Source: an optimization exercise on an open RTL-to-GDS flow (aim: small area and a short achievable clock period). Production flows keep margins and buffers that such runs may drop. Only simulation tests tie the RTL to the original design; equivalence was not proved. Power is estimated from default activity; no workload was simulated.

**flow/config.mk**
```make
export PLATFORM = sky130hd
export DESIGN_NAME = mipsDatapath
export DESIGN_NICKNAME = mipsDatapath
export VERILOG_FILES = /design/flow/design.v
export SDC_FILE = /design/flow/constraint.sdc
export NUM_CORES = 4
export LEC_CHECK = 0
export CAP_MARGIN = 20
export CORE_MARGIN = 5
export CORE_UTILIZATION = 35
export CTS_BUF_LIST = sky130_fd_sc_hd__clkbuf_8
export PLACE_DENSITY = 0.5
export SETUP_SLACK_MARGIN = 2.0
export SLEW_MARGIN = 20
export SYNTH_HIERARCHICAL = 1
```
**flow/constraint.sdc**
```tcl
create_clock -name core_clock -period 5.0 [get_ports {Clock}]
set_input_delay 1.0000 -clock core_clock [delete_from_list [all_inputs] [get_ports {Clock}]]
set_output_delay 1.0000 -clock core_clock [all_outputs]
set_load 0.01 [all_outputs]
```
**flow/design.v**
```verilog
package mipsIsaPkg;
   localparam int regCount = 32;            
   typedef logic [4:0] regIdxT;
   localparam int immW     = 16;            
   localparam int jumpIdxW = 26;            
   typedef enum logic [5:0] {
      opRType = 6'h00,                      
      opJ     = 6'h02,
      opBeq   = 6'h04,
      opAddi  = 6'h08,
      opLb    = 6'h20,                      
      opLw    = 6'h23,
      opSw    = 6'h2b
   } opcodeT;
   typedef enum logic [5:0] {
      fnAdd = 6'h20,
      fnSub = 6'h22,
      fnAnd = 6'h24,
      fnOr  = 6'h25,
      fnXor = 6'h26,
      fnSlt = 6'h2a                         
   } functT;
   typedef struct packed {
      opcodeT     opcode;
      regIdxT     rs;
      regIdxT     rt;
      regIdxT     rd;
      logic [4:0] shamt;
      logic [5:0] funct;                    
   } instrT;
endpackage
package datapathCtrlPkg;
   localparam int wordW  = 32;
   localparam int blockW = 4;               
   localparam int byteW  = 8;
   typedef logic [wordW-1:0] wordT;
   typedef enum logic [1:0] {
      forceAdd = 2'b00,                     
      forceSub = 2'b01,                     
      byFunct  = 2'b10                      
   } aluOpModeT;
   typedef enum logic [2:0] {
      aluAnd  = 3'b000,
      aluOr   = 3'b001,
      aluAdd  = 3'b010,
      aluXor  = 3'b011,
      aluSub  = 3'b110,
      aluXnor = 3'b111
   } aluOperT;
   typedef enum logic [1:0] {selB, selFour, selImm, selImmShift} srcBSelT;
   typedef enum logic [1:0] {pcAlu, pcAluReg, pcJump, pcVector} pcSourceT;
   localparam wordT exceptionVector = 32'hc000_0000;
   localparam wordT pcStep          = 32'd4;
endpackage
module claAdder (
   input  datapathCtrlPkg::wordT              gN,        
   input  datapathCtrlPkg::wordT              kN,        
   input  logic                               cin,
   output logic [datapathCtrlPkg::wordW:0]    carry      
);
   localparam int W      = datapathCtrlPkg::wordW;
   localparam int LEVELS = 5;               
   logic [W-1:0] gl [0:LEVELS];
   logic [W-1:0] kl [0:LEVELS];
   gateGen0 gen0 (.gN(gN[0]), .kN(kN[0]), .cin(cin), .yN(gl[0][0]));
   assign gl[0][W-1:1] = gN[W-1:1];
   assign kl[0]        = kN;
   for (genvar l = 0; l < LEVELS; l++)
   begin : gLevel
      for (genvar i = 0; i < W; i++)
      begin : gBit
         if (i >= (1 << l))
         begin : gCombine
            if (l % 2 == 0)
            begin : gFromInv
               gateOai21 g (.a1(kl[l][i]), .a2(gl[l][i-(1<<l)]), .b1(gl[l][i]), .y(gl[l+1][i]));
               gateNor2  k (.a(kl[l][i]), .b(kl[l][i-(1<<l)]), .y(kl[l+1][i]));
            end
            else
            begin : gFromTrue
               gateAoi21 g (.a1(kl[l][i]), .a2(gl[l][i-(1<<l)]), .b1(gl[l][i]), .y(gl[l+1][i]));
               gateNand2 k (.a(kl[l][i]), .b(kl[l][i-(1<<l)]), .y(kl[l+1][i]));
            end
         end
         else
         begin : gPass
            gateInv g (.a(gl[l][i]), .y(gl[l+1][i]));
            assign kl[l+1][i] = 1'b0;
         end
      end
   end
   assign carry = {gl[LEVELS], cin};
endmodule
module gateGen0 (input logic gN, kN, cin, output logic yN);
   assign yN = ~(~gN | (~kN & cin));
endmodule
module gateOai21 (input logic a1, a2, b1, output logic y);
   assign y = ~((a1 | a2) & b1);
endmodule
module gateAoi21 (input logic a1, a2, b1, output logic y);
   assign y = ~((a1 & a2) | b1);
endmodule
module gateNor2 (input logic a, b, output logic y);
   assign y = ~(a | b);
endmodule
module gateNand2 (input logic a, b, output logic y);
   assign y = ~(a & b);
endmodule
module gateInv (input logic a, output logic y);
   assign y = ~a;
endmodule
module gateXor2 (input logic a, b, output logic y);
   assign y = a ^ b;
endmodule
module gateXnor2 (input logic a, b, output logic y);
   assign y = ~(a ^ b);
endmodule
module gateMux2 (input logic s, d1, d0, output logic y);
   assign y = s ? d1 : d0;
endmodule
module gateNand4 (input logic a, b, c, d, output logic y);
   assign y = ~(a & b & c & d);
endmodule
module gateAnd2 (input logic a, b, output logic y);
   assign y = a & b;
endmodule
module gateAoi222 (input logic a1, a2, b1, b2, c1, c2, output logic y);
   assign y = ~((a1 & a2) | (b1 & b2) | (c1 & c2));
endmodule
module gateAoi22 (input logic a1, a2, b1, b2, output logic y);
   assign y = ~((a1 & a2) | (b1 & b2));
endmodule
module gateAo22 (input logic a1, a2, b1, b2, output logic y);
   assign y = (a1 & a2) | (b1 & b2);
endmodule
module alu (
   input  datapathCtrlPkg::wordT    opA,
   input  datapathCtrlPkg::wordT    opB,        
   input  logic                     invB,       
   input  logic                     isSum,      
   input  logic                     isAnd,
   input  logic                     isOr,       
   input  logic                     isXor,      
   input  logic                     isAdd,      
   output datapathCtrlPkg::wordT    prop,       
   output datapathCtrlPkg::wordT    logicRes,   
   output logic [datapathCtrlPkg::wordW:0] carry,   
   output logic [3:0]               zero,       
   output logic                     overflow
);
   localparam int W = datapathCtrlPkg::wordW;
   datapathCtrlPkg::wordT genN;              
   datapathCtrlPkg::wordT anyN;              
   datapathCtrlPkg::wordT sumMiss;           
   logic                  zeroSumN;          
   logic                  zeroAnd;           
   logic                  zeroOr;            
   logic                  zeroXor;           
   logic                  zeroLogicN;        
   for (genvar i = 0; i < W; i++)
   begin : gBit
      gateNand2 gg (.a(opA[i]), .b(opB[i]), .y(genN[i]));
      gateNor2  gk (.a(opA[i]), .b(opB[i]), .y(anyN[i]));
      gateXor2  gp (.a(opA[i]), .b(opB[i]), .y(prop[i]));
      if (i == 0)
      begin : gLsb
         gateXor2 gz (.a(prop[i]), .b(invB), .y(sumMiss[i]));
      end
      else
      begin : gUpper
         gateXnor2 gz (.a(prop[i]), .b(anyN[i-1]), .y(sumMiss[i]));
      end
      logicBit lb (.genN(genN[i]), .anyN(anyN[i]), .prop(prop[i]), .isAnd(isAnd), .isOr(isOr),
                   .y(logicRes[i]));
   end
   claAdder adder (
      .gN    (genN),
      .kN    (anyN),
      .cin   (invB),
      .carry (carry)
   );
   zeroTreeN zeroSumDet (.nonZero(sumMiss), .zeroN(zeroSumN));
   oneTree   zeroAndDet (.ones(genN),       .allOnes(zeroAnd));
   oneTree   zeroOrDet  (.ones(anyN),       .allOnes(zeroOr));
   zeroTree  zeroXorDet (.nonZero(prop),    .zero(zeroXor));
   gateAoi222 zeroLogicSel (.a1(isAnd), .a2(zeroAnd), .b1(isOr), .b2(zeroOr), .c1(isXor), .c2(zeroXor),
                            .y(zeroLogicN));
   for (genvar q = 0; q < 4; q++)
   begin : gZero
      gateMux2i gz (.s(isSum), .d1(zeroSumN), .d0(zeroLogicN), .y(zero[q]));
   end
   assign overflow = isAdd & (carry[W] ^ carry[W-1]);
endmodule
module logicBit (
   input  logic genN, anyN, prop, isAnd, isOr,
   output logic y
);
   assign y = isAnd ? ~genN : (isOr ? ~anyN : prop);
endmodule
module zeroTree (
   input  datapathCtrlPkg::wordT nonZero,
   output logic                  zero
);
   logic [15:0] l1;                          
   logic [7:0]  l2;                          
   logic [3:0]  l3;                          
   logic [1:0]  l4;                          
   for (genvar i = 0; i < 16; i++)
   begin : gL1
      gateNor2 g (.a(nonZero[2*i]), .b(nonZero[2*i+1]), .y(l1[i]));
   end
   for (genvar i = 0; i < 8; i++)
   begin : gL2
      gateNand2 g (.a(l1[2*i]), .b(l1[2*i+1]), .y(l2[i]));
   end
   for (genvar i = 0; i < 4; i++)
   begin : gL3
      gateNor2 g (.a(l2[2*i]), .b(l2[2*i+1]), .y(l3[i]));
   end
   for (genvar i = 0; i < 2; i++)
   begin : gL4
      gateNand2 g (.a(l3[2*i]), .b(l3[2*i+1]), .y(l4[i]));
   end
   gateNor2 gL5 (.a(l4[0]), .b(l4[1]), .y(zero));
endmodule
module zeroTreeN (
   input  datapathCtrlPkg::wordT nonZero,
   output logic                  zeroN
);
   logic [15:0] l1;                          
   logic [7:0]  l2;                          
   logic [3:0]  l3;                          
   for (genvar i = 0; i < 16; i++)
   begin : gL1
      gateNor2 g (.a(nonZero[2*i]), .b(nonZero[2*i+1]), .y(l1[i]));
   end
   for (genvar i = 0; i < 8; i++)
   begin : gL2
      gateNand2 g (.a(l1[2*i]), .b(l1[2*i+1]), .y(l2[i]));
   end
   for (genvar i = 0; i < 4; i++)
   begin : gL3
      gateNor2 g (.a(l2[2*i]), .b(l2[2*i+1]), .y(l3[i]));
   end
   gateNand4 gL4 (.a(l3[0]), .b(l3[1]), .c(l3[2]), .d(l3[3]), .y(zeroN));
endmodule
module oneTree (
   input  datapathCtrlPkg::wordT ones,
   output logic                  allOnes
);
   logic [15:0] l1;                          
   logic [7:0]  l2;                          
   logic [3:0]  l3;                          
   logic [1:0]  l4;                          
   for (genvar i = 0; i < 16; i++)
   begin : gL1
      gateNand2 g (.a(ones[2*i]), .b(ones[2*i+1]), .y(l1[i]));
   end
   for (genvar i = 0; i < 8; i++)
   begin : gL2
      gateNor2 g (.a(l1[2*i]), .b(l1[2*i+1]), .y(l2[i]));
   end
   for (genvar i = 0; i < 4; i++)
   begin : gL3
      gateNand2 g (.a(l2[2*i]), .b(l2[2*i+1]), .y(l3[i]));
   end
   for (genvar i = 0; i < 2; i++)
   begin : gL4
      gateNor2 g (.a(l3[2*i]), .b(l3[2*i+1]), .y(l4[i]));
   end
   gateAnd2 gL5 (.a(l4[0]), .b(l4[1]), .y(allOnes));
endmodule
module aluControl (
   input  datapathCtrlPkg::aluOpModeT mode,
   input  logic                       fnAdd,
   input  logic                       fnSub,
   input  logic                       fnAnd,
   input  logic                       fnOr,
   input  logic                       fnXor,
   input  logic                       fnInv,
   output logic                       invB,     
   output logic                       isSum,
   output logic                       isAnd,
   output logic                       isOr,
   output logic                       isXor,    
   output logic                       isAdd
);
   assign isAdd = mode[1] ? fnAdd : ~mode[0];
   assign isSum = mode[1] ? (fnAdd | fnSub) : 1'b1;
   assign invB  = mode[1] ? fnInv : mode[0];
   assign isAnd = mode[1] & fnAnd;
   assign isOr  = mode[1] & fnOr;
   assign isXor = mode[1] & ~fnAdd & ~fnSub & ~fnAnd & ~fnOr;
endmodule
module regFile (
   input  logic                   Clock,
   input  logic                   regWrite,
   input  logic                   regDst,       
   input  mipsIsaPkg::regIdxT     readIdx1,
   input  mipsIsaPkg::regIdxT     readIdx2,     
   input  mipsIsaPkg::regIdxT     rdIdx,
   input  datapathCtrlPkg::wordT  writeData,
   output datapathCtrlPkg::wordT  readData1,
   output datapathCtrlPkg::wordT  readData2
);
   logic [mipsIsaPkg::regCount-1:1][datapathCtrlPkg::wordW-1:0] regs;                
   logic [mipsIsaPkg::regCount-1:1] sel1;
   logic [mipsIsaPkg::regCount-1:1] sel2;
   logic [mipsIsaPkg::regCount-1:1] wen;
   logic [mipsIsaPkg::regCount-1:1] rdSel;
   logic                            writeRd;
   logic                            writeRt;
   always_comb
   begin
      for (int k = 1; k < mipsIsaPkg::regCount; k++)
      begin
         sel1[k] = (readIdx1 == 5'(k));
         sel2[k] = (readIdx2 == 5'(k));
         rdSel[k] = (rdIdx == 5'(k));
      end
   end
   assign writeRd = regWrite & regDst;
   assign writeRt = regWrite & ~regDst;
   for (genvar k = 1; k < mipsIsaPkg::regCount; k++)
   begin : gWen
      gateAo22 w (.a1(writeRd), .a2(rdSel[k]), .b1(writeRt), .b2(sel2[k]), .y(wen[k]));
   end
   regRead port1 (.sel(sel1), .regs(regs), .data(readData1));
   regRead port2 (.sel(sel2), .regs(regs), .data(readData2));
   for (genvar k = 1; k < mipsIsaPkg::regCount; k++)
   begin : gReg
      always_ff @(posedge Clock)
      begin
         if (wen[k])
         begin
            regs[k] <= writeData;
         end
      end
   end
endmodule
module regRead (
   input  logic [mipsIsaPkg::regCount-1:1] sel,
   input  logic [mipsIsaPkg::regCount-1:1][datapathCtrlPkg::wordW-1:0] regs,
   output datapathCtrlPkg::wordT           data
);
   for (genvar b = 0; b < datapathCtrlPkg::wordW; b++)
   begin : gBit
      logic [10:0] grpN;                     
      for (genvar q = 0; q < 10; q++)
      begin : gGrp
         aoi222 grp (
            .a0(regs[3*q+1][b]), .s0(sel[3*q+1]),
            .a1(regs[3*q+2][b]), .s1(sel[3*q+2]),
            .a2(regs[3*q+3][b]), .s2(sel[3*q+3]),
            .y (grpN[q])
         );
      end
      assign grpN[10] = ~(regs[31][b] & sel[31]);
      assign data[b]  = ~&grpN;
   end
endmodule
module aoi222 (
   input  logic a0, s0, a1, s1, a2, s2,
   output logic y
);
   assign y = ~((a0 & s0) | (a1 & s1) | (a2 & s2));
endmodule
module pcUnit (
   input  logic                             Clock,
   input  logic                             rstN,
   input  logic                             pcWrite,
   input  logic                             pcWriteCond,    
   input  datapathCtrlPkg::pcSourceT        pcSource,
   input  logic [3:0]                       zero,           
   input  logic [datapathCtrlPkg::wordW:0]  carry,          
   input  datapathCtrlPkg::wordT            prop,           
   input  datapathCtrlPkg::wordT            logicRes,       
   input  logic                             isSum,
   input  datapathCtrlPkg::wordT            aluHeld,        
   input  logic [mipsIsaPkg::jumpIdxW-1:0]  jumpIndex,
   output datapathCtrlPkg::wordT            aluResult,      
   output datapathCtrlPkg::wordT            pc
);
   datapathCtrlPkg::wordT jumpTarget;
   datapathCtrlPkg::wordT otherPc;           
   datapathCtrlPkg::wordT keepZ1;            
   datapathCtrlPkg::wordT keepZ0;            
   datapathCtrlPkg::wordT pcNext;
   logic takeZ1;
   logic takeZ0;
   assign jumpTarget = {pc[datapathCtrlPkg::wordW-1:datapathCtrlPkg::wordW-4], jumpIndex, 2'b00};
   always_comb
   begin
      case (pcSource)
         datapathCtrlPkg::pcAluReg: otherPc = aluHeld;             
         datapathCtrlPkg::pcJump:   otherPc = jumpTarget;
         default:                   otherPc = datapathCtrlPkg::exceptionVector;
      endcase
   end
   assign takeZ1 = rstN & (pcWrite | pcWriteCond) & (pcSource == datapathCtrlPkg::pcAlu);
   assign takeZ0 = rstN & pcWrite & (pcSource == datapathCtrlPkg::pcAlu);
   assign keepZ1 = ~rstN ? '0 : ((pcWrite | pcWriteCond) ? otherPc : pc);
   assign keepZ0 = ~rstN ? '0 : (pcWrite ? otherPc : pc);
   for (genvar i = 0; i < datapathCtrlPkg::wordW; i++)
   begin : gBit
      pcBit bitSel (
         .carry     (carry[i]),
         .zero      (zero[i/8]),
         .prop      (prop[i]),
         .logicRes  (logicRes[i]),
         .isSum     (isSum),
         .takeZ1    (takeZ1),
         .takeZ0    (takeZ0),
         .keepZ1    (keepZ1[i]),
         .keepZ0    (keepZ0[i]),
         .aluResult (aluResult[i]),
         .pcNext    (pcNext[i])
      );
   end
   always_ff @(posedge Clock)
   begin
      pc <= pcNext;
   end
endmodule
module pcBit (
   input  logic carry,
   input  logic zero,
   input  logic prop,
   input  logic logicRes,
   input  logic isSum,
   input  logic takeZ1,
   input  logic takeZ0,
   input  logic keepZ1,
   input  logic keepZ0,
   output logic aluResult,
   output logic pcNext
);
   logic resC1N, resC0N;                     
   logic nextZ1C1, nextZ1C0, nextZ0C1, nextZ0C0;
   logic nextZ1N, nextZ0N;
   pcBitEarly early (
      .prop     (prop),
      .logicRes (logicRes),
      .isSum    (isSum),
      .takeZ1   (takeZ1),
      .takeZ0   (takeZ0),
      .keepZ1   (keepZ1),
      .keepZ0   (keepZ0),
      .resC1N   (resC1N),
      .resC0N   (resC0N),
      .nextZ1C1 (nextZ1C1),
      .nextZ1C0 (nextZ1C0),
      .nextZ0C1 (nextZ0C1),
      .nextZ0C0 (nextZ0C0)
   );
   gateMux2i res (.s(carry), .d1(resC1N),   .d0(resC0N),   .y(aluResult));
   gateMux2i z1  (.s(carry), .d1(nextZ1C1), .d0(nextZ1C0), .y(nextZ1N));
   gateMux2i z0  (.s(carry), .d1(nextZ0C1), .d0(nextZ0C0), .y(nextZ0N));
   gateMux2i nxt (.s(zero),  .d1(nextZ1N),  .d0(nextZ0N),  .y(pcNext));
endmodule
module pcBitEarly (
   input  logic prop,
   input  logic logicRes,
   input  logic isSum,
   input  logic takeZ1,
   input  logic takeZ0,
   input  logic keepZ1,
   input  logic keepZ0,
   output logic resC1N,
   output logic resC0N,
   output logic nextZ1C1,
   output logic nextZ1C0,
   output logic nextZ0C1,
   output logic nextZ0C0
);
   logic resC1, resC0;
   assign resC1    = isSum ? ~prop : logicRes;
   assign resC0    = isSum ?  prop : logicRes;
   assign resC1N   = ~resC1;
   assign resC0N   = ~resC0;
   assign nextZ1C1 = takeZ1 ? resC1 : keepZ1;
   assign nextZ1C0 = takeZ1 ? resC0 : keepZ1;
   assign nextZ0C1 = takeZ0 ? resC1 : keepZ0;
   assign nextZ0C0 = takeZ0 ? resC0 : keepZ0;
endmodule
module gateMux2i (input logic s, d1, d0, output logic y);
   assign y = ~(s ? d1 : d0);
endmodule
module loadAligner (
   input  datapathCtrlPkg::wordT mdr,
   input  datapathCtrlPkg::wordT aluHeld,    
   input  logic                  memToReg,
   input  logic                  loadByte,
   output datapathCtrlPkg::wordT regWriteData
);
   logic [datapathCtrlPkg::byteW-1:0] laneByte;
   datapathCtrlPkg::wordT             byteExt;
   always_comb
   begin
      case (aluHeld[1:0])
         2'b00:   laneByte = mdr[31:24];
         2'b01:   laneByte = mdr[23:16];
         2'b10:   laneByte = mdr[15:8];
         default: laneByte = mdr[7:0];
      endcase
   end
   assign byteExt = {{(datapathCtrlPkg::wordW-datapathCtrlPkg::byteW){laneByte[datapathCtrlPkg::byteW-1]}}, laneByte};    
   always_comb
   begin
      if (loadByte)
      begin
         regWriteData = byteExt;
      end
      else if (memToReg)
      begin
         regWriteData = mdr;
      end
      else
      begin
         regWriteData = aluHeld;                 
      end
   end
endmodule
module mipsDatapath (
   input  logic        Clock,
   input  logic        rstN,
   input  logic        pcWriteCond,    
   input  logic        pcWrite,
   input  logic        iOrD,           
   input  logic        irWrite,
   input  logic        memToReg,
   input  logic        loadByte,
   input  logic        regWrite,
   input  logic        regDst,         
   input  logic        aluSrcA,        
   input  logic [1:0]  aluOp,          
   input  logic [1:0]  aluSrcB,        
   input  logic [1:0]  pcSource,       
   input  logic [31:0] memData,
   output logic [31:0] address,
   output logic [31:0] writeData,
   output logic [5:0]  opcode,         
   output logic        overflow        
);
   mipsIsaPkg::instrT      ir;                        
   datapathCtrlPkg::wordT  mdr;                       
   datapathCtrlPkg::wordT  regA;
   datapathCtrlPkg::wordT  regB;
   datapathCtrlPkg::wordT  aluHeld;                   
   datapathCtrlPkg::wordT  pc;
   datapathCtrlPkg::wordT  readData1;
   datapathCtrlPkg::wordT  readData2;
   datapathCtrlPkg::wordT  regWriteData;
   datapathCtrlPkg::wordT  immExt;                    
   datapathCtrlPkg::wordT  immShift;                  
   logic                   fnAdd;                     
   logic                   fnSub;                     
   logic                   fnAnd;
   logic                   fnOr;
   logic                   fnXor;
   logic                   fnInv;
   datapathCtrlPkg::wordT    aluOpA;
   datapathCtrlPkg::wordT    aluOpB;
   logic                     aluInvB;
   logic                     aluIsSum;
   logic                     aluIsAnd;
   logic                     aluIsOr;
   logic                     aluIsXor;
   logic                     aluIsAdd;
   datapathCtrlPkg::wordT    aluResult;
   logic [3:0]               aluZero;
   datapathCtrlPkg::wordT    aluProp;
   datapathCtrlPkg::wordT    aluLogic;
   logic [datapathCtrlPkg::wordW:0] aluCarry;
   logic                     aluOverflow;
   always_ff @(posedge Clock)
   begin
      mdr     <= memData;
      regA    <= readData1;
      regB    <= readData2;
      aluHeld <= aluResult;
      if (irWrite)
      begin
         ir    <= mipsIsaPkg::instrT'(memData);
         fnAdd <= (memData[5:0] == mipsIsaPkg::fnAdd);
         fnSub <= (memData[5:0] == mipsIsaPkg::fnSub);
         fnAnd <= (memData[5:0] == mipsIsaPkg::fnAnd);
         fnOr  <= (memData[5:0] == mipsIsaPkg::fnOr);
         fnXor <= (memData[5:0] == mipsIsaPkg::fnXor);
         fnInv <= !((memData[5:0] == mipsIsaPkg::fnAdd) || (memData[5:0] == mipsIsaPkg::fnAnd) ||
                    (memData[5:0] == mipsIsaPkg::fnOr)  || (memData[5:0] == mipsIsaPkg::fnXor));
      end
   end
   always_ff @(posedge Clock)
   begin
      if (!rstN)
      begin
         overflow <= 1'b0;
      end
      else
      begin
         overflow <= aluOverflow;
      end
   end
   assign address  = iOrD ? aluHeld : pc;
   assign immExt   = {{(datapathCtrlPkg::wordW-mipsIsaPkg::immW){ir[mipsIsaPkg::immW-1]}},
                      ir[mipsIsaPkg::immW-1:0]};
   assign immShift = immExt << 2;
   aluOperandSel operandSel (
      .aluSrcA  (aluSrcA),
      .aluSrcB  (datapathCtrlPkg::srcBSelT'(aluSrcB)),
      .invB     (aluInvB),
      .regA     (regA),
      .regB     (regB),
      .pc       (pc),
      .immExt   (immExt),
      .immShift (immShift),
      .opA      (aluOpA),
      .opB      (aluOpB)
   );
   assign writeData = regB;                    
   assign opcode    = ir.opcode;
   pcUnit pcBlk (
      .Clock       (Clock),
      .rstN        (rstN),
      .pcWrite     (pcWrite),
      .pcWriteCond (pcWriteCond),
      .pcSource    (datapathCtrlPkg::pcSourceT'(pcSource)),
      .zero        (aluZero),
      .carry       (aluCarry),
      .prop        (aluProp),
      .logicRes    (aluLogic),
      .isSum       (aluIsSum),
      .aluHeld     (aluHeld),
      .jumpIndex   (ir[mipsIsaPkg::jumpIdxW-1:0]),
      .aluResult   (aluResult),
      .pc          (pc)
   );
   regFile regs (
      .Clock     (Clock),
      .regWrite  (regWrite),
      .regDst    (regDst),
      .readIdx1  (ir.rs),
      .readIdx2  (ir.rt),
      .rdIdx     (ir.rd),
      .writeData (regWriteData),
      .readData1 (readData1),
      .readData2 (readData2)
   );
   aluControl aluCtl (
      .mode      (datapathCtrlPkg::aluOpModeT'(aluOp)),
      .fnAdd     (fnAdd),
      .fnSub     (fnSub),
      .fnAnd     (fnAnd),
      .fnOr      (fnOr),
      .fnXor     (fnXor),
      .fnInv     (fnInv),
      .invB      (aluInvB),
      .isSum     (aluIsSum),
      .isAnd     (aluIsAnd),
      .isOr      (aluIsOr),
      .isXor     (aluIsXor),
      .isAdd     (aluIsAdd)
   );
   alu aluBlk (
      .opA       (aluOpA),
      .opB       (aluOpB),
      .invB      (aluInvB),
      .isSum     (aluIsSum),
      .isAnd     (aluIsAnd),
      .isOr      (aluIsOr),
      .isXor     (aluIsXor),
      .isAdd     (aluIsAdd),
      .prop      (aluProp),
      .logicRes  (aluLogic),
      .carry     (aluCarry),
      .zero      (aluZero),
      .overflow  (aluOverflow)
   );
   loadAligner aligner (
      .mdr          (mdr),
      .aluHeld      (aluHeld),
      .memToReg     (memToReg),
      .loadByte     (loadByte),
      .regWriteData (regWriteData)
   );
endmodule
module aluOperandSel (
   input  logic                      aluSrcA,
   input  datapathCtrlPkg::srcBSelT  aluSrcB,
   input  logic                      invB,
   input  datapathCtrlPkg::wordT     regA,
   input  datapathCtrlPkg::wordT     regB,
   input  datapathCtrlPkg::wordT     pc,
   input  datapathCtrlPkg::wordT     immExt,
   input  datapathCtrlPkg::wordT     immShift,
   output datapathCtrlPkg::wordT     opA,
   output datapathCtrlPkg::wordT     opB
);
   logic selB, selFour, selImm, selShift;
   datapathCtrlPkg::wordT bSelN;             
   assign selB     = (aluSrcB == datapathCtrlPkg::selB);
   assign selFour  = (aluSrcB == datapathCtrlPkg::selFour);
   assign selImm   = (aluSrcB == datapathCtrlPkg::selImm);
   assign selShift = (aluSrcB == datapathCtrlPkg::selImmShift);
   for (genvar i = 0; i < datapathCtrlPkg::wordW; i++)
   begin : gBit
      gateMux2 a (.s(aluSrcA), .d1(regA[i]), .d0(pc[i]), .y(opA[i]));
      if (i < 2)
      begin : gLow
         gateAoi22 b (.a1(selB), .a2(regB[i]), .b1(selImm), .b2(immExt[i]), .y(bSelN[i]));
      end
      else if (i == 2)
      begin : gFour
         bSelFour b (.selB(selB), .regB(regB[i]), .selFour(selFour), .selImm(selImm), .imm(immExt[i]),
                     .selShift(selShift), .immShift(immShift[i]), .yN(bSelN[i]));
      end
      else
      begin : gHigh
         gateAoi222 b (.a1(selB), .a2(regB[i]), .b1(selImm), .b2(immExt[i]), .c1(selShift), .c2(immShift[i]),
                       .y(bSelN[i]));
      end
      gateXnor2 inv (.a(bSelN[i]), .b(invB), .y(opB[i]));
   end
endmodule
module bSelFour (
   input  logic selB, regB, selFour, selImm, imm, selShift, immShift,
   output logic yN
);
   assign yN = ~((selB & regB) | selFour | (selImm & imm) | (selShift & immShift));
endmodule
```
**flow/flow/run.sh**
```bash
#!/bin/bash
# The standard layout (the standard.sh: standard synthesis, floorplan,
# placement, CTS, routing), with one change: ports are buffered with buf_4
# cells instead of the slow delay buffers buffer_ports picks by default.
# make's full output goes to standard.log; each ORFS step keeps its own log
# under orfs/logs/.
set -euo pipefail
bash standard.sh "BUFFER_PORTS_ARGS=-buffer_cell sky130_fd_sc_hd__buf_4" finish > standard.log 2>&1
```
**flow/standard.sh**
```bash
#!/bin/bash
# synth_recipe.tcl (not shown) runs the flow's synth.tcl, then flattens the netlist and writes it again
# the make line also repeats each setting of config.mk as NAME=value (left out here)
make -C /OpenROAD-flow-scripts/flow DESIGN_CONFIG=/design/flow/config.mk WORK_HOME=/design/flow/orfs CLKGATE_MAP_FILE= SYNTH_SCRIPT=/design/flow/synth_recipe.tcl "${@:-finish}"
```
==> run notes, run 1 <==
# TYPE chip_impl_metric gauge
chip_impl_metric{name="cts_buffer_depth",unit=""} 3
chip_impl_metric{name="ant_nets",unit=""} 0
chip_impl_metric{name="postSynthNetCount",unit=""} 3918
chip_impl_metric{name="max_cap_viol_count",unit=""} 0
chip_impl_metric{name="grt_util_all_layers",unit="%"} 27.32
chip_impl_metric{name="row_count",unit=""} 144
chip_impl_metric{name="fillCellCount",unit=""} 14290
chip_impl_metric{name="vias",unit=""} 43458
chip_impl_metric{name="ioPinCount",unit=""} 120
chip_impl_metric{name="critical_path_buf_inv_count",unit=""} 3
chip_impl_metric{name="grt_start_max_net_pins",unit=""} 66
chip_impl_metric{name="worst_slew_pin_slew",unit="ns"} 1.186
chip_impl_metric{name="drc",unit=""} 0
chip_impl_metric{name="first_global_vias",unit=""} 42313
chip_impl_metric{name="overflow",unit=""} 0
chip_impl_metric{name="fmax",unit="MHz"} 309.9
chip_impl_info{name="run_status",value="no timing/DRC/antenna violations"} 1
chip_impl_info{name="setup.worst_path.start_class",value="primary input"} 1
chip_impl_metric{name="drt_wl_total",unit="µm"} 232200
chip_impl_metric{name="slowest_delay",unit="ns"} 0.61
chip_impl_info{name="critical_path_class",value="in2reg"} 1
chip_impl_metric{name="cts-hold-fix-buffers",unit=""} 0
chip_impl_metric{name="fp.coreArea",unit="µm²"} 154200
chip_impl_metric{name="floorplan.initialDensity",unit="%"} 35.25
chip_impl_metric{name="clock_latency",unit="ns"} 0.94
chip_impl_metric{name="fraction_of_final_layout_cells_sized_beyond_drive_strength_1",unit="%"} 24.54
chip_impl_info{name="timing.critical_path.cells",value="buf_4 > nor2_4 > buf_4 > a222oi_1 > xnor2_2 > xor2_2 > xnor2_1 > nor2_1 > nand2_1 > nor2_1 > nand4_1 > mux2i_1 > buf_6 > mux2i_1"} 1
chip_impl_metric{name="floorplan.die.height",unit="µm"} 404.1
chip_impl_metric{name="setup_skew",unit="ns"} 0.06611
chip_impl_metric{name="final_design_area_no_fill",unit="µm²"} 65020
chip_impl_metric{name="detail_route.wl_per_cell",unit="µm"} 35.24
chip_impl_metric{name="num-nets-final",unit=""} 4425
chip_impl_metric{name="synth_area",unit="µm²"} 54360
chip_impl_metric{name="worst_setup_hold_path_clk_slew",unit="ns"} 0.07
chip_impl_metric{name="place_congestion",unit=""} 0.9384
chip_impl_metric{name="finalHoldViolations",unit=""} 0
chip_impl_metric{name="worst_ep_arrival_time",unit="ns"} 4.08
chip_impl_metric{name="io_buffer_count",unit=""} 119
chip_impl_info{name="tritoncts_clock_tree",value="built"} 1
chip_impl_metric{name="cellLeakagePower",unit="nW"} 22.09
chip_impl_metric{name="worst_ep_required_time",unit="ns"} 5.85
chip_impl_metric{name="synth-warning-count",unit=""} 15
chip_impl_metric{name="drv_slew",unit=""} 0
chip_impl_metric{name="dr.first_iter.drc_count",unit=""} 8958
chip_impl_metric{name="fin_setup_tns",unit="ns"} 0
chip_impl_metric{name="wire_length_of_the_first_global_routing_pass",unit="µm"} 319100
chip_impl_metric{name="cts.sink_count",unit=""} 1190
chip_impl_info{name="timing.critical_path.slowest_stage_cell",value="a222oi_1"} 1
chip_impl_metric{name="finalSetupViolations",unit=""} 0
chip_impl_metric{name="synthesis.area_per_instance",unit="µm²"} 14.06
chip_impl_metric{name="dr.pass1.iters",unit=""} 11
chip_impl_metric{name="power_density",unit="nW/µm²"} 429.9
chip_impl_metric{name="cts_made_buffers",unit=""} 199
chip_impl_info{name="cts-root-buf",value="clkbuf_8"} 1
chip_impl_metric{name="number_of_standard_cells_after_synthesis",unit=""} 3866
chip_impl_metric{name="timing.slew.headroom",unit="%"} 20.74
chip_impl_metric{name="critical_path_peak_fanout",unit=""} 32
chip_impl_metric{name="detail_route.vias_per_cell",unit=""} 6.595
chip_impl_metric{name="placedInstanceArea",unit="µm²"} 59630
chip_impl_info{name="critical_path.endpoint_type",value="flip-flop"} 1
chip_impl_metric{name="htreeDepth",unit=""} 4
chip_impl_info{name="grt_setup_unrepaired",value="true"} 1
chip_impl_info{name="cp_top_family",value="simple AND/OR/NAND/NOR gates"} 1
chip_impl_metric{name="die_w",unit="µm"} 404.1
chip_impl_metric{name="grt_antenna_before_repair",unit=""} 10
chip_impl_metric{name="dieArea",unit="µm²"} 163300
chip_impl_metric{name="areaGrowthSynthToFinish",unit="%"} 19.61
chip_impl_metric{name="dpl.hpwl",unit="µm"} 147900
chip_impl_info{name="hold_path_class",value="in2reg"} 1
chip_impl_metric{name="final.period_utilization",unit="%"} 64.53
chip_impl_metric{name="ir_drop",unit="µV"} 258.3
chip_impl_metric{name="post-route-min-period",unit="ns"} 3.226
-- stage by stage --
stage	setup slack [ns]	hold WS, ns	instances	utilization [%]	power (mW)
global route	1.674	0.1201	6585	42.15	28.99
CTS	1.873	0.08639	6565	41.94	27.89
floorplan	1.289	0.4638	3866	-	16.44
finish	1.774	0.1709	6590	42.16	27.95
detailed placement	0.7314	0.4723	6132	38.66	19.30
global placement	0.7247	0.4803	6132	38.64	19.28
-- registers in the layout, summed over array words and instances, names as in the netlist --
signal and cells:
fnInv 1, aluHeld 32, overflow 1, regs.regs 992
regA 32, fnAdd 1, pcBlk.pc 32, fnSub 1
fnOr 1, regB 32, ir 32, mdr 32
fnAnd 1
-- repair_timing --
action                     4_1_cts  5_1_grt
cloned                           7        1
gates resized for setup        118       32
pin swaps                       27       22
setup endpoints to repair      802      147
setup buffers                   58       18
-- where the power goes --
part / total [mW] / internal, mW / switching, mW
registers: 12.6 / 12.1 / 0.583
logic: 6.95 / 2.39 / 4.56
clock network: 8.36 / 4.19 / 4.18
total: 28.0 / 18.6 / 9.32
-- cell type report --
cell class | count | area [µm²] | area share, %
antenna | 6 | 15.01 | 0.02309
multi-input combinational | 2521 | 21210 | 32.62
sequential | 1190 | 34120 | 52.48
clock inverter | 154 | 842.1 | 1.295
clock buffer | 214 | 2945 | 4.530
tap | 2044 | 2557 | 3.933
timing repair buffer | 361 | 2953 | 4.541
inverter | 100 | 375.4 | 0.5773
-- final timing paths --
check | cells after the start | start | slack [ns] | end
max reg2reg | 12 | fnInv$_DFFE_PP_ | 1.81 | pcBlk.pc[16]$_DFF_P_
max | 14 | aluSrcB[1] | 1.77 | pcBlk.pc[16]$_DFF_P_
min reg2reg | 1 | regs.regs[985]$_DFFE_PP_ | 0.50 | regB[25]$_DFF_P_
min | 1 | memData[28] | 0.17 | mdr[28]$_DFF_P_
-- worst register-to-register path, stage by stage (launching register included) --
cell      delay, ns
edfxtp_1       0.39
buf_4          0.20
mux2_8         0.47
xnor2_2        0.32
xor2_2         0.30
xnor2_1        0.11
nor2_1         0.11
nand2_1        0.08
nor2_1         0.21
nand4_1        0.22
mux2i_1        0.25
buf_6          0.22
mux2i_1        0.21
-- cell usage in the layout (no fill, tap or decap), drive strengths merged, types with 52 or more instances in the layout --
| cell | instances |
|---|---|
| a222oi | 670 |
| mux2 | 73 |
| o31ai | 98 |
| clkbuf | 214 |
| clkinv | 75 |
| edfxtp | 1029 |
| inv | 171 |
| a2111o | 64 |
| and2 | 72 |
| dfxtp | 161 |
| nand4 | 133 |
| nand2 | 210 |
| o2bb2ai | 52 |
| a21oi | 55 |
| mux2i | 174 |
| nand2b | 105 |
| buf | 361 |
| xnor2 | 63 |
| nor2 | 336 |
| o21ai | 143 |
-- per-layer routing --
metal | global-route usage (%) | vias up | share of wire [%]
li1 | - | 17924 | -
met1 | 34.98 | 21974 | 38
met2 | 43.15 | 3021 | 45
met3 | 7.248 | 539 | 11
met4 | 13.34 | 0 | 5.2
met5 | 0 | - | 0
==> inputs of run 2 (changes only) <==
--- a/flow/design.v
+++ b/flow/design.v
@@ -133,15 +133,21 @@
 module gateAo22 (input logic a1, a2, b1, b2, output logic y);
    assign y = (a1 & a2) | (b1 & b2);
 endmodule
+module gateNand2b (input logic aN, b, output logic y);
+   assign y = ~(~aN & b);
+endmodule
+module gateNor2b (input logic a, bN, output logic y);
+   assign y = ~(a | ~bN);
+endmodule
 module alu (
    input  datapathCtrlPkg::wordT    opA,
+   input  datapathCtrlPkg::wordT    bSelN,      
    input  datapathCtrlPkg::wordT    opB,        
    input  logic                     invB,       
-   input  logic                     isSum,      
    input  logic                     isAnd,
    input  logic                     isOr,       
-   input  logic                     isXor,      
    input  logic                     isAdd,      
+   input  logic [4:0]               zeroSel,    
    output datapathCtrlPkg::wordT    prop,       
    output datapathCtrlPkg::wordT    logicRes,   
    output logic [datapathCtrlPkg::wordW:0] carry,   
@@ -151,27 +157,33 @@
    localparam int W = datapathCtrlPkg::wordW;
    datapathCtrlPkg::wordT genN;              
    datapathCtrlPkg::wordT anyN;              
+   datapathCtrlPkg::wordT diff;              
+   datapathCtrlPkg::wordT plainGenN;         
+   datapathCtrlPkg::wordT plainAnyN;         
    datapathCtrlPkg::wordT sumMiss;           
-   logic                  zeroSumN;          
+   logic                  zeroAdd;           
+   logic                  zeroEq;            
+   logic                  zeroXnor;          
    logic                  zeroAnd;           
    logic                  zeroOr;            
-   logic                  zeroXor;           
-   logic                  zeroLogicN;        
    for (genvar i = 0; i < W; i++)
    begin : gBit
       gateNand2 gg (.a(opA[i]), .b(opB[i]), .y(genN[i]));
       gateNor2  gk (.a(opA[i]), .b(opB[i]), .y(anyN[i]));
       gateXor2  gp (.a(opA[i]), .b(opB[i]), .y(prop[i]));
+      logicBit lb (.genN(genN[i]), .anyN(anyN[i]), .prop(prop[i]), .isAnd(isAnd), .isOr(isOr),
+                   .y(logicRes[i]));
+      gateXnor2 zd (.a(opA[i]), .b(bSelN[i]), .y(diff[i]));
+      gateNand2b zg (.aN(bSelN[i]), .b(opA[i]), .y(plainGenN[i]));
+      gateNor2b  zk (.a(opA[i]), .bN(bSelN[i]), .y(plainAnyN[i]));
       if (i == 0)
       begin : gLsb
-         gateXor2 gz (.a(prop[i]), .b(invB), .y(sumMiss[i]));
+         assign sumMiss[i] = diff[i];
       end
       else
       begin : gUpper
-         gateXnor2 gz (.a(prop[i]), .b(anyN[i-1]), .y(sumMiss[i]));
+         gateXnor2 gz (.a(diff[i]), .b(plainAnyN[i-1]), .y(sumMiss[i]));
       end
-      logicBit lb (.genN(genN[i]), .anyN(anyN[i]), .prop(prop[i]), .isAnd(isAnd), .isOr(isOr),
-                   .y(logicRes[i]));
    end
    claAdder adder (
       .gN    (genN),
@@ -179,15 +191,18 @@
       .cin   (invB),
       .carry (carry)
    );
-   zeroTreeN zeroSumDet (.nonZero(sumMiss), .zeroN(zeroSumN));
-   oneTree   zeroAndDet (.ones(genN),       .allOnes(zeroAnd));
-   oneTree   zeroOrDet  (.ones(anyN),       .allOnes(zeroOr));
-   zeroTree  zeroXorDet (.nonZero(prop),    .zero(zeroXor));
-   gateAoi222 zeroLogicSel (.a1(isAnd), .a2(zeroAnd), .b1(isOr), .b2(zeroOr), .c1(isXor), .c2(zeroXor),
-                            .y(zeroLogicN));
+   zeroTree zeroAddDet  (.nonZero(sumMiss),  .zero(zeroAdd));
+   zeroTree zeroEqDet   (.nonZero(diff),     .zero(zeroEq));
+   oneTree  zeroXnorDet (.ones(diff),        .allOnes(zeroXnor));
+   oneTree  zeroAndDet  (.ones(plainGenN),   .allOnes(zeroAnd));
+   oneTree  zeroOrDet   (.ones(plainAnyN),   .allOnes(zeroOr));
    for (genvar q = 0; q < 4; q++)
    begin : gZero
-      gateMux2i gz (.s(isSum), .d1(zeroSumN), .d0(zeroLogicN), .y(zero[q]));
+      logic pickN1, pickN2;
+      gateAoi222 sel1 (.a1(zeroSel[0]), .a2(zeroAdd), .b1(zeroSel[1]), .b2(zeroEq),
+                       .c1(zeroSel[2]), .c2(zeroXnor), .y(pickN1));
+      gateAoi22  sel2 (.a1(zeroSel[3]), .a2(zeroAnd), .b1(zeroSel[4]), .b2(zeroOr), .y(pickN2));
+      gateNand2  pick (.a(pickN1), .b(pickN2), .y(zero[q]));
    end
    assign overflow = isAdd & (carry[W] ^ carry[W-1]);
 endmodule
@@ -278,19 +293,28 @@
    input  logic                       fnOr,
    input  logic                       fnXor,
    input  logic                       fnInv,
-   output logic                       invB,     
+   output logic [3:0]                 invB,     
    output logic                       isSum,
    output logic                       isAnd,
    output logic                       isOr,
-   output logic                       isXor,    
-   output logic                       isAdd
+   output logic                       isAdd,
+   output logic [4:0]                 zeroSel   
 );
-   assign isAdd = mode[1] ? fnAdd : ~mode[0];
-   assign isSum = mode[1] ? (fnAdd | fnSub) : 1'b1;
-   assign invB  = mode[1] ? fnInv : mode[0];
-   assign isAnd = mode[1] & fnAnd;
-   assign isOr  = mode[1] & fnOr;
-   assign isXor = mode[1] & ~fnAdd & ~fnSub & ~fnAnd & ~fnOr;
+   logic isXnor;
+   assign isAdd  = mode[1] ? fnAdd : ~mode[0];
+   assign isSum  = mode[1] ? (fnAdd | fnSub) : 1'b1;
+   assign isAnd  = mode[1] & fnAnd;
+   assign isOr   = mode[1] & fnOr;
+   assign isXnor = mode[1] & fnInv & ~fnSub;
+   for (genvar q = 0; q < 4; q++)
+   begin : gInv
+      gateMux2 inv (.s(mode[1]), .d1(fnInv), .d0(mode[0]), .y(invB[q]));
+   end
+   assign zeroSel[0] = isAdd;
+   assign zeroSel[1] = mode[1] ? (fnSub | fnXor) : mode[0];
+   assign zeroSel[2] = isXnor;
+   assign zeroSel[3] = isAnd;
+   assign zeroSel[4] = isOr;
 endmodule
 module regFile (
    input  logic                   Clock,
@@ -561,11 +585,12 @@
    logic                   fnInv;
    datapathCtrlPkg::wordT    aluOpA;
    datapathCtrlPkg::wordT    aluOpB;
-   logic                     aluInvB;
+   logic [3:0]               aluInvB;
+   logic [4:0]               aluZeroSel;
+   datapathCtrlPkg::wordT    aluBSelN;
    logic                     aluIsSum;
    logic                     aluIsAnd;
    logic                     aluIsOr;
-   logic                     aluIsXor;
    logic                     aluIsAdd;
    datapathCtrlPkg::wordT    aluResult;
    logic [3:0]               aluZero;
@@ -616,6 +641,7 @@
       .immExt   (immExt),
       .immShift (immShift),
       .opA      (aluOpA),
+      .bSelN    (aluBSelN),
       .opB      (aluOpB)
    );
    assign writeData = regB;                    
@@ -659,18 +685,18 @@
       .isSum     (aluIsSum),
       .isAnd     (aluIsAnd),
       .isOr      (aluIsOr),
-      .isXor     (aluIsXor),
-      .isAdd     (aluIsAdd)
+      .isAdd     (aluIsAdd),
+      .zeroSel   (aluZeroSel)
    );
    alu aluBlk (
       .opA       (aluOpA),
+      .bSelN     (aluBSelN),
       .opB       (aluOpB),
-      .invB      (aluInvB),
-      .isSum     (aluIsSum),
+      .invB      (aluInvB[0]),
       .isAnd     (aluIsAnd),
       .isOr      (aluIsOr),
-      .isXor     (aluIsXor),
       .isAdd     (aluIsAdd),
+      .zeroSel   (aluZeroSel),
       .prop      (aluProp),
       .logicRes  (aluLogic),
       .carry     (aluCarry),
@@ -688,17 +714,17 @@
 module aluOperandSel (
    input  logic                      aluSrcA,
    input  datapathCtrlPkg::srcBSelT  aluSrcB,
-   input  logic                      invB,
+   input  logic [3:0]                invB,       
    input  datapathCtrlPkg::wordT     regA,
    input  datapathCtrlPkg::wordT     regB,
    input  datapathCtrlPkg::wordT     pc,
    input  datapathCtrlPkg::wordT     immExt,
    input  datapathCtrlPkg::wordT     immShift,
    output datapathCtrlPkg::wordT     opA,
+   output datapathCtrlPkg::wordT     bSelN,      
    output datapathCtrlPkg::wordT     opB
 );
    logic selB, selFour, selImm, selShift;
-   datapathCtrlPkg::wordT bSelN;             
    assign selB     = (aluSrcB == datapathCtrlPkg::selB);
    assign selFour  = (aluSrcB == datapathCtrlPkg::selFour);
    assign selImm   = (aluSrcB == datapathCtrlPkg::selImm);
@@ -720,7 +746,7 @@
          gateAoi222 b (.a1(selB), .a2(regB[i]), .b1(selImm), .b2(immExt[i]), .c1(selShift), .c2(immShift[i]),
                        .y(bSelN[i]));
       end
-      gateXnor2 inv (.a(bSelN[i]), .b(invB), .y(opB[i]));
+      gateXnor2 inv (.a(bSelN[i]), .b(invB[i/8]), .y(opB[i]));
    end
 endmodule
 module bSelFour (
==> run notes, run 2 <==
# TYPE chip_impl_metric gauge
chip_impl_info{name="run_status",value="no timing/DRC/antenna violations"} 1
chip_impl_metric{name="hold_ws",unit="ns"} 0.1767
chip_impl_info{name="critical_path.startpoint",value="aluSrcB[0]"} 1
chip_impl_metric{name="number_of_standard_cells_after_synthesis",unit=""} 4012
chip_impl_metric{name="vias",unit=""} 44557
chip_impl_metric{name="ant_nets",unit=""} 0
chip_impl_info{name="cpMostUsedCell",value="o21ai_1"} 1
chip_impl_metric{name="grt_util_all_layers",unit="%"} 27.41
chip_impl_metric{name="detail_route.wl_per_cell",unit="µm"} 35.32
chip_impl_metric{name="fraction_of_final_layout_cells_sized_beyond_drive_strength_1",unit="%"} 25.79
chip_impl_metric{name="dpl.hpwl",unit="µm"} 152800
chip_impl_metric{name="fin_setup_tns",unit="ns"} 0
chip_impl_metric{name="io_buffer_count",unit=""} 119
chip_impl_metric{name="cts-hold-fix-buffers",unit=""} 0
chip_impl_info{name="crit-reg2reg-launch",value="ir[16]$_DFFE_PP_"} 1
chip_impl_metric{name="groute.layer.met2.usage",unit="%"} 43.61
chip_impl_metric{name="grt_start_max_net_pins",unit=""} 60
chip_impl_metric{name="floorplan.die.height",unit="µm"} 408.5
chip_impl_info{name="min_delay_worst_endpoint",value="mdr[25]$_DFF_P_"} 1
chip_impl_metric{name="timing.slew.headroom",unit="%"} 19.31
chip_impl_metric{name="drv_slew",unit=""} 0
chip_impl_metric{name="overflow",unit=""} 0
chip_impl_info{name="leading_cell_types_in_the_layout_fill_and_taps_excluded",value="edfxtp_1, a222oi_1, buf_4"} 1
chip_impl_info{name="tritoncts_clock_tree",value="built"} 1
chip_impl_info{name="critical_path.endpoint_type",value="flip-flop"} 1
chip_impl_metric{name="wire_length_of_the_first_global_routing_pass",unit="µm"} 329200
chip_impl_metric{name="fp.coreArea",unit="µm²"} 158200
chip_impl_metric{name="dieArea",unit="µm²"} 166800
chip_impl_metric{name="cts_made_buffers",unit=""} 200
chip_impl_metric{name="drt_wl_total",unit="µm"} 240300
chip_impl_metric{name="die_w",unit="µm"} 408.5
chip_impl_metric{name="fmax",unit="MHz"} 322.1
chip_impl_metric{name="cts.sink_count",unit=""} 1191
chip_impl_info{name="setup.worst_path.start_class",value="primary input"} 1
chip_impl_metric{name="slowest_delay",unit="ns"} 0.44
chip_impl_metric{name="num-nets-final",unit=""} 4605
chip_impl_metric{name="worst_ep_arrival_time",unit="ns"} 3.89
chip_impl_metric{name="synthesis.area_per_instance",unit="µm²"} 13.85
chip_impl_info{name="grt-busiest-layer",value="met2"} 1
chip_impl_metric{name="power_density",unit="nW/µm²"} 430.1
chip_impl_metric{name="globalRouteMet3Util",unit="%"} 8.275
chip_impl_info{name="timing.critical_path.slowest_stage_cell",value="and2b_4"} 1
chip_impl_metric{name="post-route-min-period",unit="ns"} 3.105
chip_impl_metric{name="post-route-worst-setup-slack",unit="ns"} 1.895
chip_impl_metric{name="critical_path_peak_fanout",unit=""} 16
chip_impl_metric{name="postSynthNetCount",unit=""} 4064
chip_impl_metric{name="worst-r2r-setup-slack",unit="ns"} 1.93
chip_impl_info{name="cts-root-buf",value="clkbuf_8"} 1
chip_impl_metric{name="place_congestion",unit=""} 0.9286
chip_impl_metric{name="dr.first_iter.drc_count",unit=""} 8361
chip_impl_metric{name="drc",unit=""} 0
chip_impl_metric{name="row_count",unit=""} 146
chip_impl_info{name="grt_setup_unrepaired",value="true"} 1
chip_impl_metric{name="floorplan.initialDensity",unit="%"} 35.13
chip_impl_metric{name="ioPinCount",unit=""} 120
chip_impl_metric{name="worst_setup_hold_path_clk_slew",unit="ns"} 0.08
chip_impl_metric{name="ir_drop",unit="µV"} 196.5
chip_impl_metric{name="dr.pass1.iters",unit=""} 14
chip_impl_metric{name="clock_latency",unit="ns"} 0.94
chip_impl_metric{name="detail_route.vias_per_cell",unit=""} 6.550
chip_impl_metric{name="setup_skew",unit="ns"} 0.04567
chip_impl_metric{name="place_ws",unit="ns"} 0.7059
chip_impl_metric{name="worst_ep_required_time",unit="ns"} 5.79
chip_impl_info{name="holdCritStartpoint",value="memData[25]"} 1
chip_impl_metric{name="max_cap_viol_count",unit=""} 0
chip_impl_info{name="timing.critical_path.cells",value="buf_4 > and2b_4 > a22o_1 > a211oi_4 > xnor2_1 > nand2_1 > o21ai_1 > a21oi_2 > o21ai_1 > inv_1 > o21ai_4 > mux2i_2 > mux2i_4"} 1
chip_impl_metric{name="grt_antenna_before_repair",unit=""} 17
chip_impl_metric{name="synth-warning-count",unit=""} 15
chip_impl_metric{name="worst_slew_pin_slew",unit="ns"} 1.210
chip_impl_metric{name="cts_buffer_depth",unit=""} 3
chip_impl_info{name="r2r-end",value="regB[30]$_DFF_P_"} 1
chip_impl_metric{name="first_global_vias",unit=""} 43740
chip_impl_metric{name="final.period_utilization",unit="%"} 62.10
chip_impl_metric{name="areaGrowthSynthToFinish",unit="%"} 20.20
chip_impl_metric{name="htreeDepth",unit=""} 4
chip_impl_metric{name="grtUsageMet1",unit="%"} 34.42
chip_impl_metric{name="worstRegToRegCells",unit=""} 7
chip_impl_info{name="layout_commonest_cell",value="edfxtp_1"} 1
chip_impl_info{name="top_register",value="regs.regs"} 1
chip_impl_metric{name="synth_area",unit="µm²"} 55570
chip_impl_info{name="critical_path_class",value="in2reg"} 1
chip_impl_metric{name="finalSetupViolations",unit=""} 0
chip_impl_metric{name="cellLeakagePower",unit="nW"} 22.83
chip_impl_metric{name="worstHoldPathCells",unit=""} 1
chip_impl_metric{name="largest_reg_flops",unit=""} 992
chip_impl_info{name="hold_path_class",value="in2reg"} 1
chip_impl_metric{name="finalHoldViolations",unit=""} 0
run 2: power by group:
part / leakage, nW / internal, mW / total [mW] / switching [mW]
combinational: 10.0 / 2.71 / 7.63 / 4.91
clock: 2.20 / 4.23 / 8.43 / 4.20
sequential: 10.6 / 12.1 / 12.7 / 0.583
run 2: metal layers:
layer	share of wire, %	wire, µm
met1	38	90800
met2	46	110500
met3	12	28190
met4	4.5	10770
met5	0.019	45
run 2: worst max-delay path, delay by kind of cell:
| family | cells | cell delay (ns) |
|---|---|---|
| compound gates | 6 | 1.17 |
| xor+xnor | 1 | 0.37 |
| buf+inv | 2 | 0.32 |
| mux | 2 | 0.41 |
| simple gates | 2 | 0.59 |
run 2: cell type report:
class | count | area, µm²
fill | 14723 | 91400
sequential | 1191 | 34160
multi-input combinational | 2660 | 22310
timing repair buffer | 401 | 3517
clock buffer | 214 | 2945
tap | 2072 | 2592
clock inverter | 154 | 878.3
inverter | 99 | 371.6
antenna | 12 | 30.03
run 2: per-stage QoR:
step	cells	utilization, %	instance area [µm²]	total power [mW]
finish	6803	42.22	66800	28.73
detailed placement	6304	38.64	61120	19.88
CTS	6750	41.62	65840	28.45
global route	6794	42.21	66780	29.75
global placement	6302	38.59	61040	19.82
floorplan	4012	-	55930	16.88
run 2: worst max path at each step:
| stage | depth (start not counted) | slack [ns] | to |
|---|---|---|---|
| 4_1_cts | 14 | 1.94 | overflow$_SDFF_PN0_ |
| 3_5_place_dp | 13 | 0.71 | pcBlk.pc[22]$_DFF_P_ |
| 3_3_place_gp | 13 | 0.79 | pcBlk.pc[26]$_DFF_P_ |
| 6_report | 13 | 1.90 | pcBlk.pc[22]$_DFF_P_ |
| 5_1_grt | 15 | 1.89 | pcBlk.pc[22]$_DFF_P_ |
| 2_1_floorplan | 11 | 1.71 | pcBlk.pc[28]$_DFF_P_ |
run 2: what timing repair did:
item / in CTS / in global routing
gates cloned: 3 / 2
endpoints found under the setup margin: 806 / 91
endpoints found under the hold margin: 0 / 0
resized for setup: 35 / 128
buffers inserted: 75 / 39
pin swaps: 49 / 53
==> inputs of run 3 (changes only) <==
--- a/flow/design.v
+++ b/flow/design.v
@@ -139,9 +139,12 @@
 module gateNor2b (input logic a, bN, output logic y);
    assign y = ~(a | ~bN);
 endmodule
+module gateNand3 (input logic a, b, c, output logic y);
+   assign y = ~(a & b & c);
+endmodule
 module alu (
    input  datapathCtrlPkg::wordT    opA,
-   input  datapathCtrlPkg::wordT    bSelN,      
+   input  datapathCtrlPkg::wordT    bSel,       
    input  datapathCtrlPkg::wordT    opB,        
    input  logic                     invB,       
    input  logic                     isAnd,
@@ -173,9 +176,9 @@
       gateXor2  gp (.a(opA[i]), .b(opB[i]), .y(prop[i]));
       logicBit lb (.genN(genN[i]), .anyN(anyN[i]), .prop(prop[i]), .isAnd(isAnd), .isOr(isOr),
                    .y(logicRes[i]));
-      gateXnor2 zd (.a(opA[i]), .b(bSelN[i]), .y(diff[i]));
-      gateNand2b zg (.aN(bSelN[i]), .b(opA[i]), .y(plainGenN[i]));
-      gateNor2b  zk (.a(opA[i]), .bN(bSelN[i]), .y(plainAnyN[i]));
+      gateXor2  zd (.a(opA[i]), .b(bSel[i]), .y(diff[i]));
+      gateNand2 zg (.a(opA[i]), .b(bSel[i]), .y(plainGenN[i]));
+      gateNor2  zk (.a(opA[i]), .b(bSel[i]), .y(plainAnyN[i]));
       if (i == 0)
       begin : gLsb
          assign sumMiss[i] = diff[i];
@@ -587,7 +590,7 @@
    datapathCtrlPkg::wordT    aluOpB;
    logic [3:0]               aluInvB;
    logic [4:0]               aluZeroSel;
-   datapathCtrlPkg::wordT    aluBSelN;
+   datapathCtrlPkg::wordT    aluBSel;
    logic                     aluIsSum;
    logic                     aluIsAnd;
    logic                     aluIsOr;
@@ -641,7 +644,7 @@
       .immExt   (immExt),
       .immShift (immShift),
       .opA      (aluOpA),
-      .bSelN    (aluBSelN),
+      .bSel     (aluBSel),
       .opB      (aluOpB)
    );
    assign writeData = regB;                    
@@ -690,7 +693,7 @@
    );
    alu aluBlk (
       .opA       (aluOpA),
-      .bSelN     (aluBSelN),
+      .bSel      (aluBSel),
       .opB       (aluOpB),
       .invB      (aluInvB[0]),
       .isAnd     (aluIsAnd),
@@ -721,7 +724,7 @@
    input  datapathCtrlPkg::wordT     immExt,
    input  datapathCtrlPkg::wordT     immShift,
    output datapathCtrlPkg::wordT     opA,
-   output datapathCtrlPkg::wordT     bSelN,      
+   output datapathCtrlPkg::wordT     bSel,       
    output datapathCtrlPkg::wordT     opB
 );
    logic selB, selFour, selImm, selShift;
@@ -734,24 +737,30 @@
       gateMux2 a (.s(aluSrcA), .d1(regA[i]), .d0(pc[i]), .y(opA[i]));
       if (i < 2)
       begin : gLow
-         gateAoi22 b (.a1(selB), .a2(regB[i]), .b1(selImm), .b2(immExt[i]), .y(bSelN[i]));
+         logic pickB, pickImm;
+         gateNand2 nb (.a(selB),   .b(regB[i]),   .y(pickB));
+         gateNand2 ni (.a(selImm), .b(immExt[i]), .y(pickImm));
+         gateNand2 b  (.a(pickB),  .b(pickImm),   .y(bSel[i]));
       end
       else if (i == 2)
       begin : gFour
          bSelFour b (.selB(selB), .regB(regB[i]), .selFour(selFour), .selImm(selImm), .imm(immExt[i]),
-                     .selShift(selShift), .immShift(immShift[i]), .yN(bSelN[i]));
+                     .selShift(selShift), .immShift(immShift[i]), .y(bSel[i]));
       end
       else
       begin : gHigh
-         gateAoi222 b (.a1(selB), .a2(regB[i]), .b1(selImm), .b2(immExt[i]), .c1(selShift), .c2(immShift[i]),
-                       .y(bSelN[i]));
+         logic pickB, pickImm, pickShift;
+         gateNand2 nb (.a(selB),     .b(regB[i]),     .y(pickB));
+         gateNand2 ni (.a(selImm),   .b(immExt[i]),   .y(pickImm));
+         gateNand2 ns (.a(selShift), .b(immShift[i]), .y(pickShift));
+         gateNand3 b  (.a(pickB),    .b(pickImm),     .c(pickShift), .y(bSel[i]));
       end
-      gateXnor2 inv (.a(bSelN[i]), .b(invB[i/8]), .y(opB[i]));
+      gateXor2 inv (.a(bSel[i]), .b(invB[i/8]), .y(opB[i]));
    end
 endmodule
 module bSelFour (
    input  logic selB, regB, selFour, selImm, imm, selShift, immShift,
-   output logic yN
+   output logic y
 );
-   assign yN = ~((selB & regB) | selFour | (selImm & imm) | (selShift & immShift));
+   assign y = (selB & regB) | selFour | (selImm & imm) | (selShift & immShift);
 endmodule
==> run notes, run 3 <==
# TYPE chip_impl_metric gauge
chip_impl_info{name="run_status",value="no timing/DRC/antenna violations"} 1
chip_impl_metric{name="dr.first_iter.drc_count",unit=""} 9446
chip_impl_info{name="critical_path_class",value="reg2reg"} 1
chip_impl_metric{name="overflow",unit=""} 0
chip_impl_metric{name="drv_slew",unit=""} 0
chip_impl_metric{name="number_of_standard_cells_after_synthesis",unit=""} 4104
chip_impl_metric{name="grt_antenna_before_repair",unit=""} 18
chip_impl_metric{name="fmax",unit="MHz"} 325.8
chip_impl_metric{name="floorplan.die.height",unit="µm"} 407.7
chip_impl_metric{name="ioPinCount",unit=""} 120
chip_impl_info{name="critical_path.endpoint_type",value="flip-flop"} 1
chip_impl_metric{name="die_w",unit="µm"} 407.7
chip_impl_info{name="top_register",value="regs.regs"} 1
chip_impl_metric{name="final_design_area_no_fill",unit="µm²"} 66760
chip_impl_metric{name="fillCellCount",unit=""} 14616
chip_impl_metric{name="synthesis.area_per_instance",unit="µm²"} 13.49
chip_impl_info{name="hold_path_class",value="in2reg"} 1
chip_impl_metric{name="max_cap_viol_count",unit=""} 0
chip_impl_metric{name="placed_cells_incl_taps",unit=""} 6401
chip_impl_metric{name="row_count",unit=""} 146
chip_impl_metric{name="synth_area",unit="µm²"} 55350
chip_impl_info{name="grt_setup_unrepaired",value="true"} 1
chip_impl_metric{name="post_layout_nonfiller_instances",unit=""} 6880
chip_impl_metric{name="drt_wl_total",unit="µm"} 243200
chip_impl_metric{name="grt_util_all_layers",unit="%"} 27.78
chip_impl_info{name="tritoncts_clock_tree",value="built"} 1
chip_impl_metric{name="final.period_utilization",unit="%"} 61.39
chip_impl_metric{name="synth-warning-count",unit=""} 15
chip_impl_metric{name="dr.pass1.iters",unit=""} 14
chip_impl_metric{name="num-nets-final",unit=""} 4667
chip_impl_metric{name="drc",unit=""} 0
chip_impl_metric{name="post-route-min-period",unit="ns"} 3.070
chip_impl_metric{name="seqCellArea",unit="µm²"} 34160
chip_impl_metric{name="detail_route.wl_per_cell",unit="µm"} 35.34
chip_impl_metric{name="grt_start_max_net_pins",unit=""} 73
chip_impl_info{name="setup.worst_path.start_class",value="flip-flop"} 1
chip_impl_metric{name="areaGrowthSynthToFinish",unit="%"} 20.62
chip_impl_metric{name="worst_ep_arrival_time",unit="ns"} 3.87
chip_impl_metric{name="vias",unit=""} 45014
chip_impl_metric{name="ant_nets",unit=""} 0
chip_impl_info{name="r2r-end",value="regA[11]$_DFF_P_"} 1
chip_impl_metric{name="place_congestion",unit=""} 0.9356
chip_impl_metric{name="worst-r2r-setup-slack",unit="ns"} 1.93
chip_impl_info{name="critical_path.startpoint",value="ir[21]$_DFFE_PP_"} 1
chip_impl_info{name="crit-reg2reg-launch",value="ir[21]$_DFFE_PP_"} 1
chip_impl_metric{name="fp.coreArea",unit="µm²"} 157800
chip_impl_info{name="leading_cell_types_in_the_layout_fill_and_taps_excluded",value="edfxtp_1, a222oi_1, nand2_1"} 1
chip_impl_info{name="endpoint",value="regA[11]$_DFF_P_"} 1
chip_impl_metric{name="fraction_of_final_layout_cells_sized_beyond_drive_strength_1",unit="%"} 25.40
chip_impl_metric{name="floorplan.initialDensity",unit="%"} 35.07
chip_impl_metric{name="worst_slew_pin_slew",unit="ns"} 1.162
chip_impl_info{name="layout_commonest_cell",value="edfxtp_1"} 1
chip_impl_metric{name="io_buffer_count",unit=""} 119
chip_impl_metric{name="cts.sink_count",unit=""} 1191
chip_impl_metric{name="power_density",unit="nW/µm²"} 432.1
chip_impl_metric{name="setup_skew",unit="ns"} 0.06913
chip_impl_metric{name="cts_buffer_depth",unit=""} 3
chip_impl_metric{name="post-route-worst-setup-slack",unit="ns"} 1.930
chip_impl_metric{name="fin_setup_tns",unit="ns"} 0
chip_impl_metric{name="clock_latency",unit="ns"} 0.96
chip_impl_metric{name="cellLeakagePower",unit="nW"} 23.00
chip_impl_metric{name="place_ws",unit="ns"} 0.8493
chip_impl_metric{name="ir_drop",unit="µV"} 295.5
chip_impl_metric{name="worstRegToRegCells",unit=""} 7
chip_impl_metric{name="worst_setup_hold_path_clk_slew",unit="ns"} 0.06
chip_impl_metric{name="first_global_vias",unit=""} 43307
chip_impl_metric{name="power",unit="mW"} 28.85
chip_impl_metric{name="timing.slew.headroom",unit="%"} 22.05
chip_impl_metric{name="dieArea",unit="µm²"} 166200
chip_impl_metric{name="finalSetupViolations",unit=""} 0
chip_impl_info{name="cts-root-buf",value="clkbuf_8"} 1
run 3: cell types whose count changed in the layout (fill, tap and decap cells not counted), sizes merged, moves of 32 or more:
cell and delta:
nor2 +33, nor2b -32, nand2 +126, xnor2 -64, nand2b -32, xor2 +64
buf -34
run 3: where the power goes:
group / switching [mW] / total [mW] / internal [mW]
Clock: 4.20 / 8.69 / 4.49
Sequential: 0.627 / 12.7 / 12.1
Combinational: 4.89 / 7.44 / 2.55
Total: 9.71 / 28.8 / 19.1
run 3: area by class of cell:
| cell class | instances | area share, % |
|---|---|---|
| inverter | 99 | 0.5623 |
| multi-input combinational | 2753 | 33.58 |
| clock buffer | 234 | 4.824 |
| clock inverter | 147 | 1.175 |
| timing repair buffer | 367 | 4.744 |
| antenna | 17 | 0.06372 |
| sequential | 1191 | 51.17 |
| tap | 2072 | 3.883 |
run 3: layer usage:
layer / routed length [µm] / vias up / GRT usage (%) / part of all wire [%]
li1: - / 18532 / - / -
met1: 93860 / 22540 / 36.47 / 39
met2: 107400 / 3384 / 42.42 / 44
met3: 30750 / 556 / 8.862 / 13
met4: 11190 / 2 / 11.86 / 4.6
met5: 12 / - / 0 / 0.0049
run 3: timing repair:
item,in CTS,in global routing
hold buffers,0,0
setup buffers,50,24
gates cloned,4,2
resized for setup,38,35
setup endpoints to repair,906,66
pin swaps,14,21
run 3: worst min-delay path by stage:
stage / startpoint / end / slack [ns] / cells past startpoint
finish: memData[30] / mdr[30]$_DFF_P_ / 0.17 / 1
global route: memData[30] / mdr[30]$_DFF_P_ / 0.10 / 1
CTS: memData[30] / mdr[30]$_DFF_P_ / 0.05 / 1
detailed placement: regs.regs[982]$_DFFE_PP_ / regB[22]$_DFF_P_ / 0.48 / 1
global placement: regs.regs[973]$_DFFE_PP_ / regB[13]$_DFF_P_ / 0.47 / 1
floorplan: regs.regs[960]$_DFFE_PP_ / regA[0]$_DFF_P_ / 0.46 / 1
run 3: worst max-delay path, cell delays in order (launching register included):
cell      delay, ns
edfxtp_1       0.35
buf_4          0.20
buf_4          0.15
or3_1          0.54
nor2_4         0.73
a222oi_1       0.27
nand4_1        0.29
a2111o_1       0.36
run 3: metrics by stage:
stage	utilization, %	hold slack, ns
5_1_grt	42.27	0.1015
3_3_place_gp	38.96	0.4730
6_report	42.30	0.1719
4_1_cts	41.96	0.04976
3_5_place_dp	39.01	0.4809
2_1_floorplan	-	0.4638

separate check: timing with driven ports:
The results above use ideal ports. As a check the final layouts listed here were re-extracted and re-timed, cells and wires unchanged.
Step 1 sets driving cells, clkbuf_16 on the clock port and buf_2 on the other inputs (assumed; they add their load-dependent delay and slew).
Step 2 times the ports against the registers' clock, not the clock port: input delays grow and output delays shrink by t, the midpoint of the rising clock arrivals with the driver on.
Three values: ideal, step 1, step 2; two values: the first two.
| run | shift t [ns] | slack for setup (ns) | hold WS [ns] | clock arrival spread, ns | pins driven straight from the clock port |
|---|---|---|---|---|---|
| run 1 | 0.984 | 1.774 / 1.805 / 0.821 | 0.171 / 0.129 / 0.504 | 0.068 / 0.068 | 1 |
| run 2 | 0.989 | 1.895 / 1.931 / 0.942 | 0.177 / 0.136 / 0.511 | 0.048 / 0.048 | 1 |
| run 3 | 1.006 | 1.930 / 1.930 / 1.046 | 0.172 / 0.122 / 0.504 | 0.070 / 0.070 | 1 |
After both steps setup and hold are still met in every run listed.
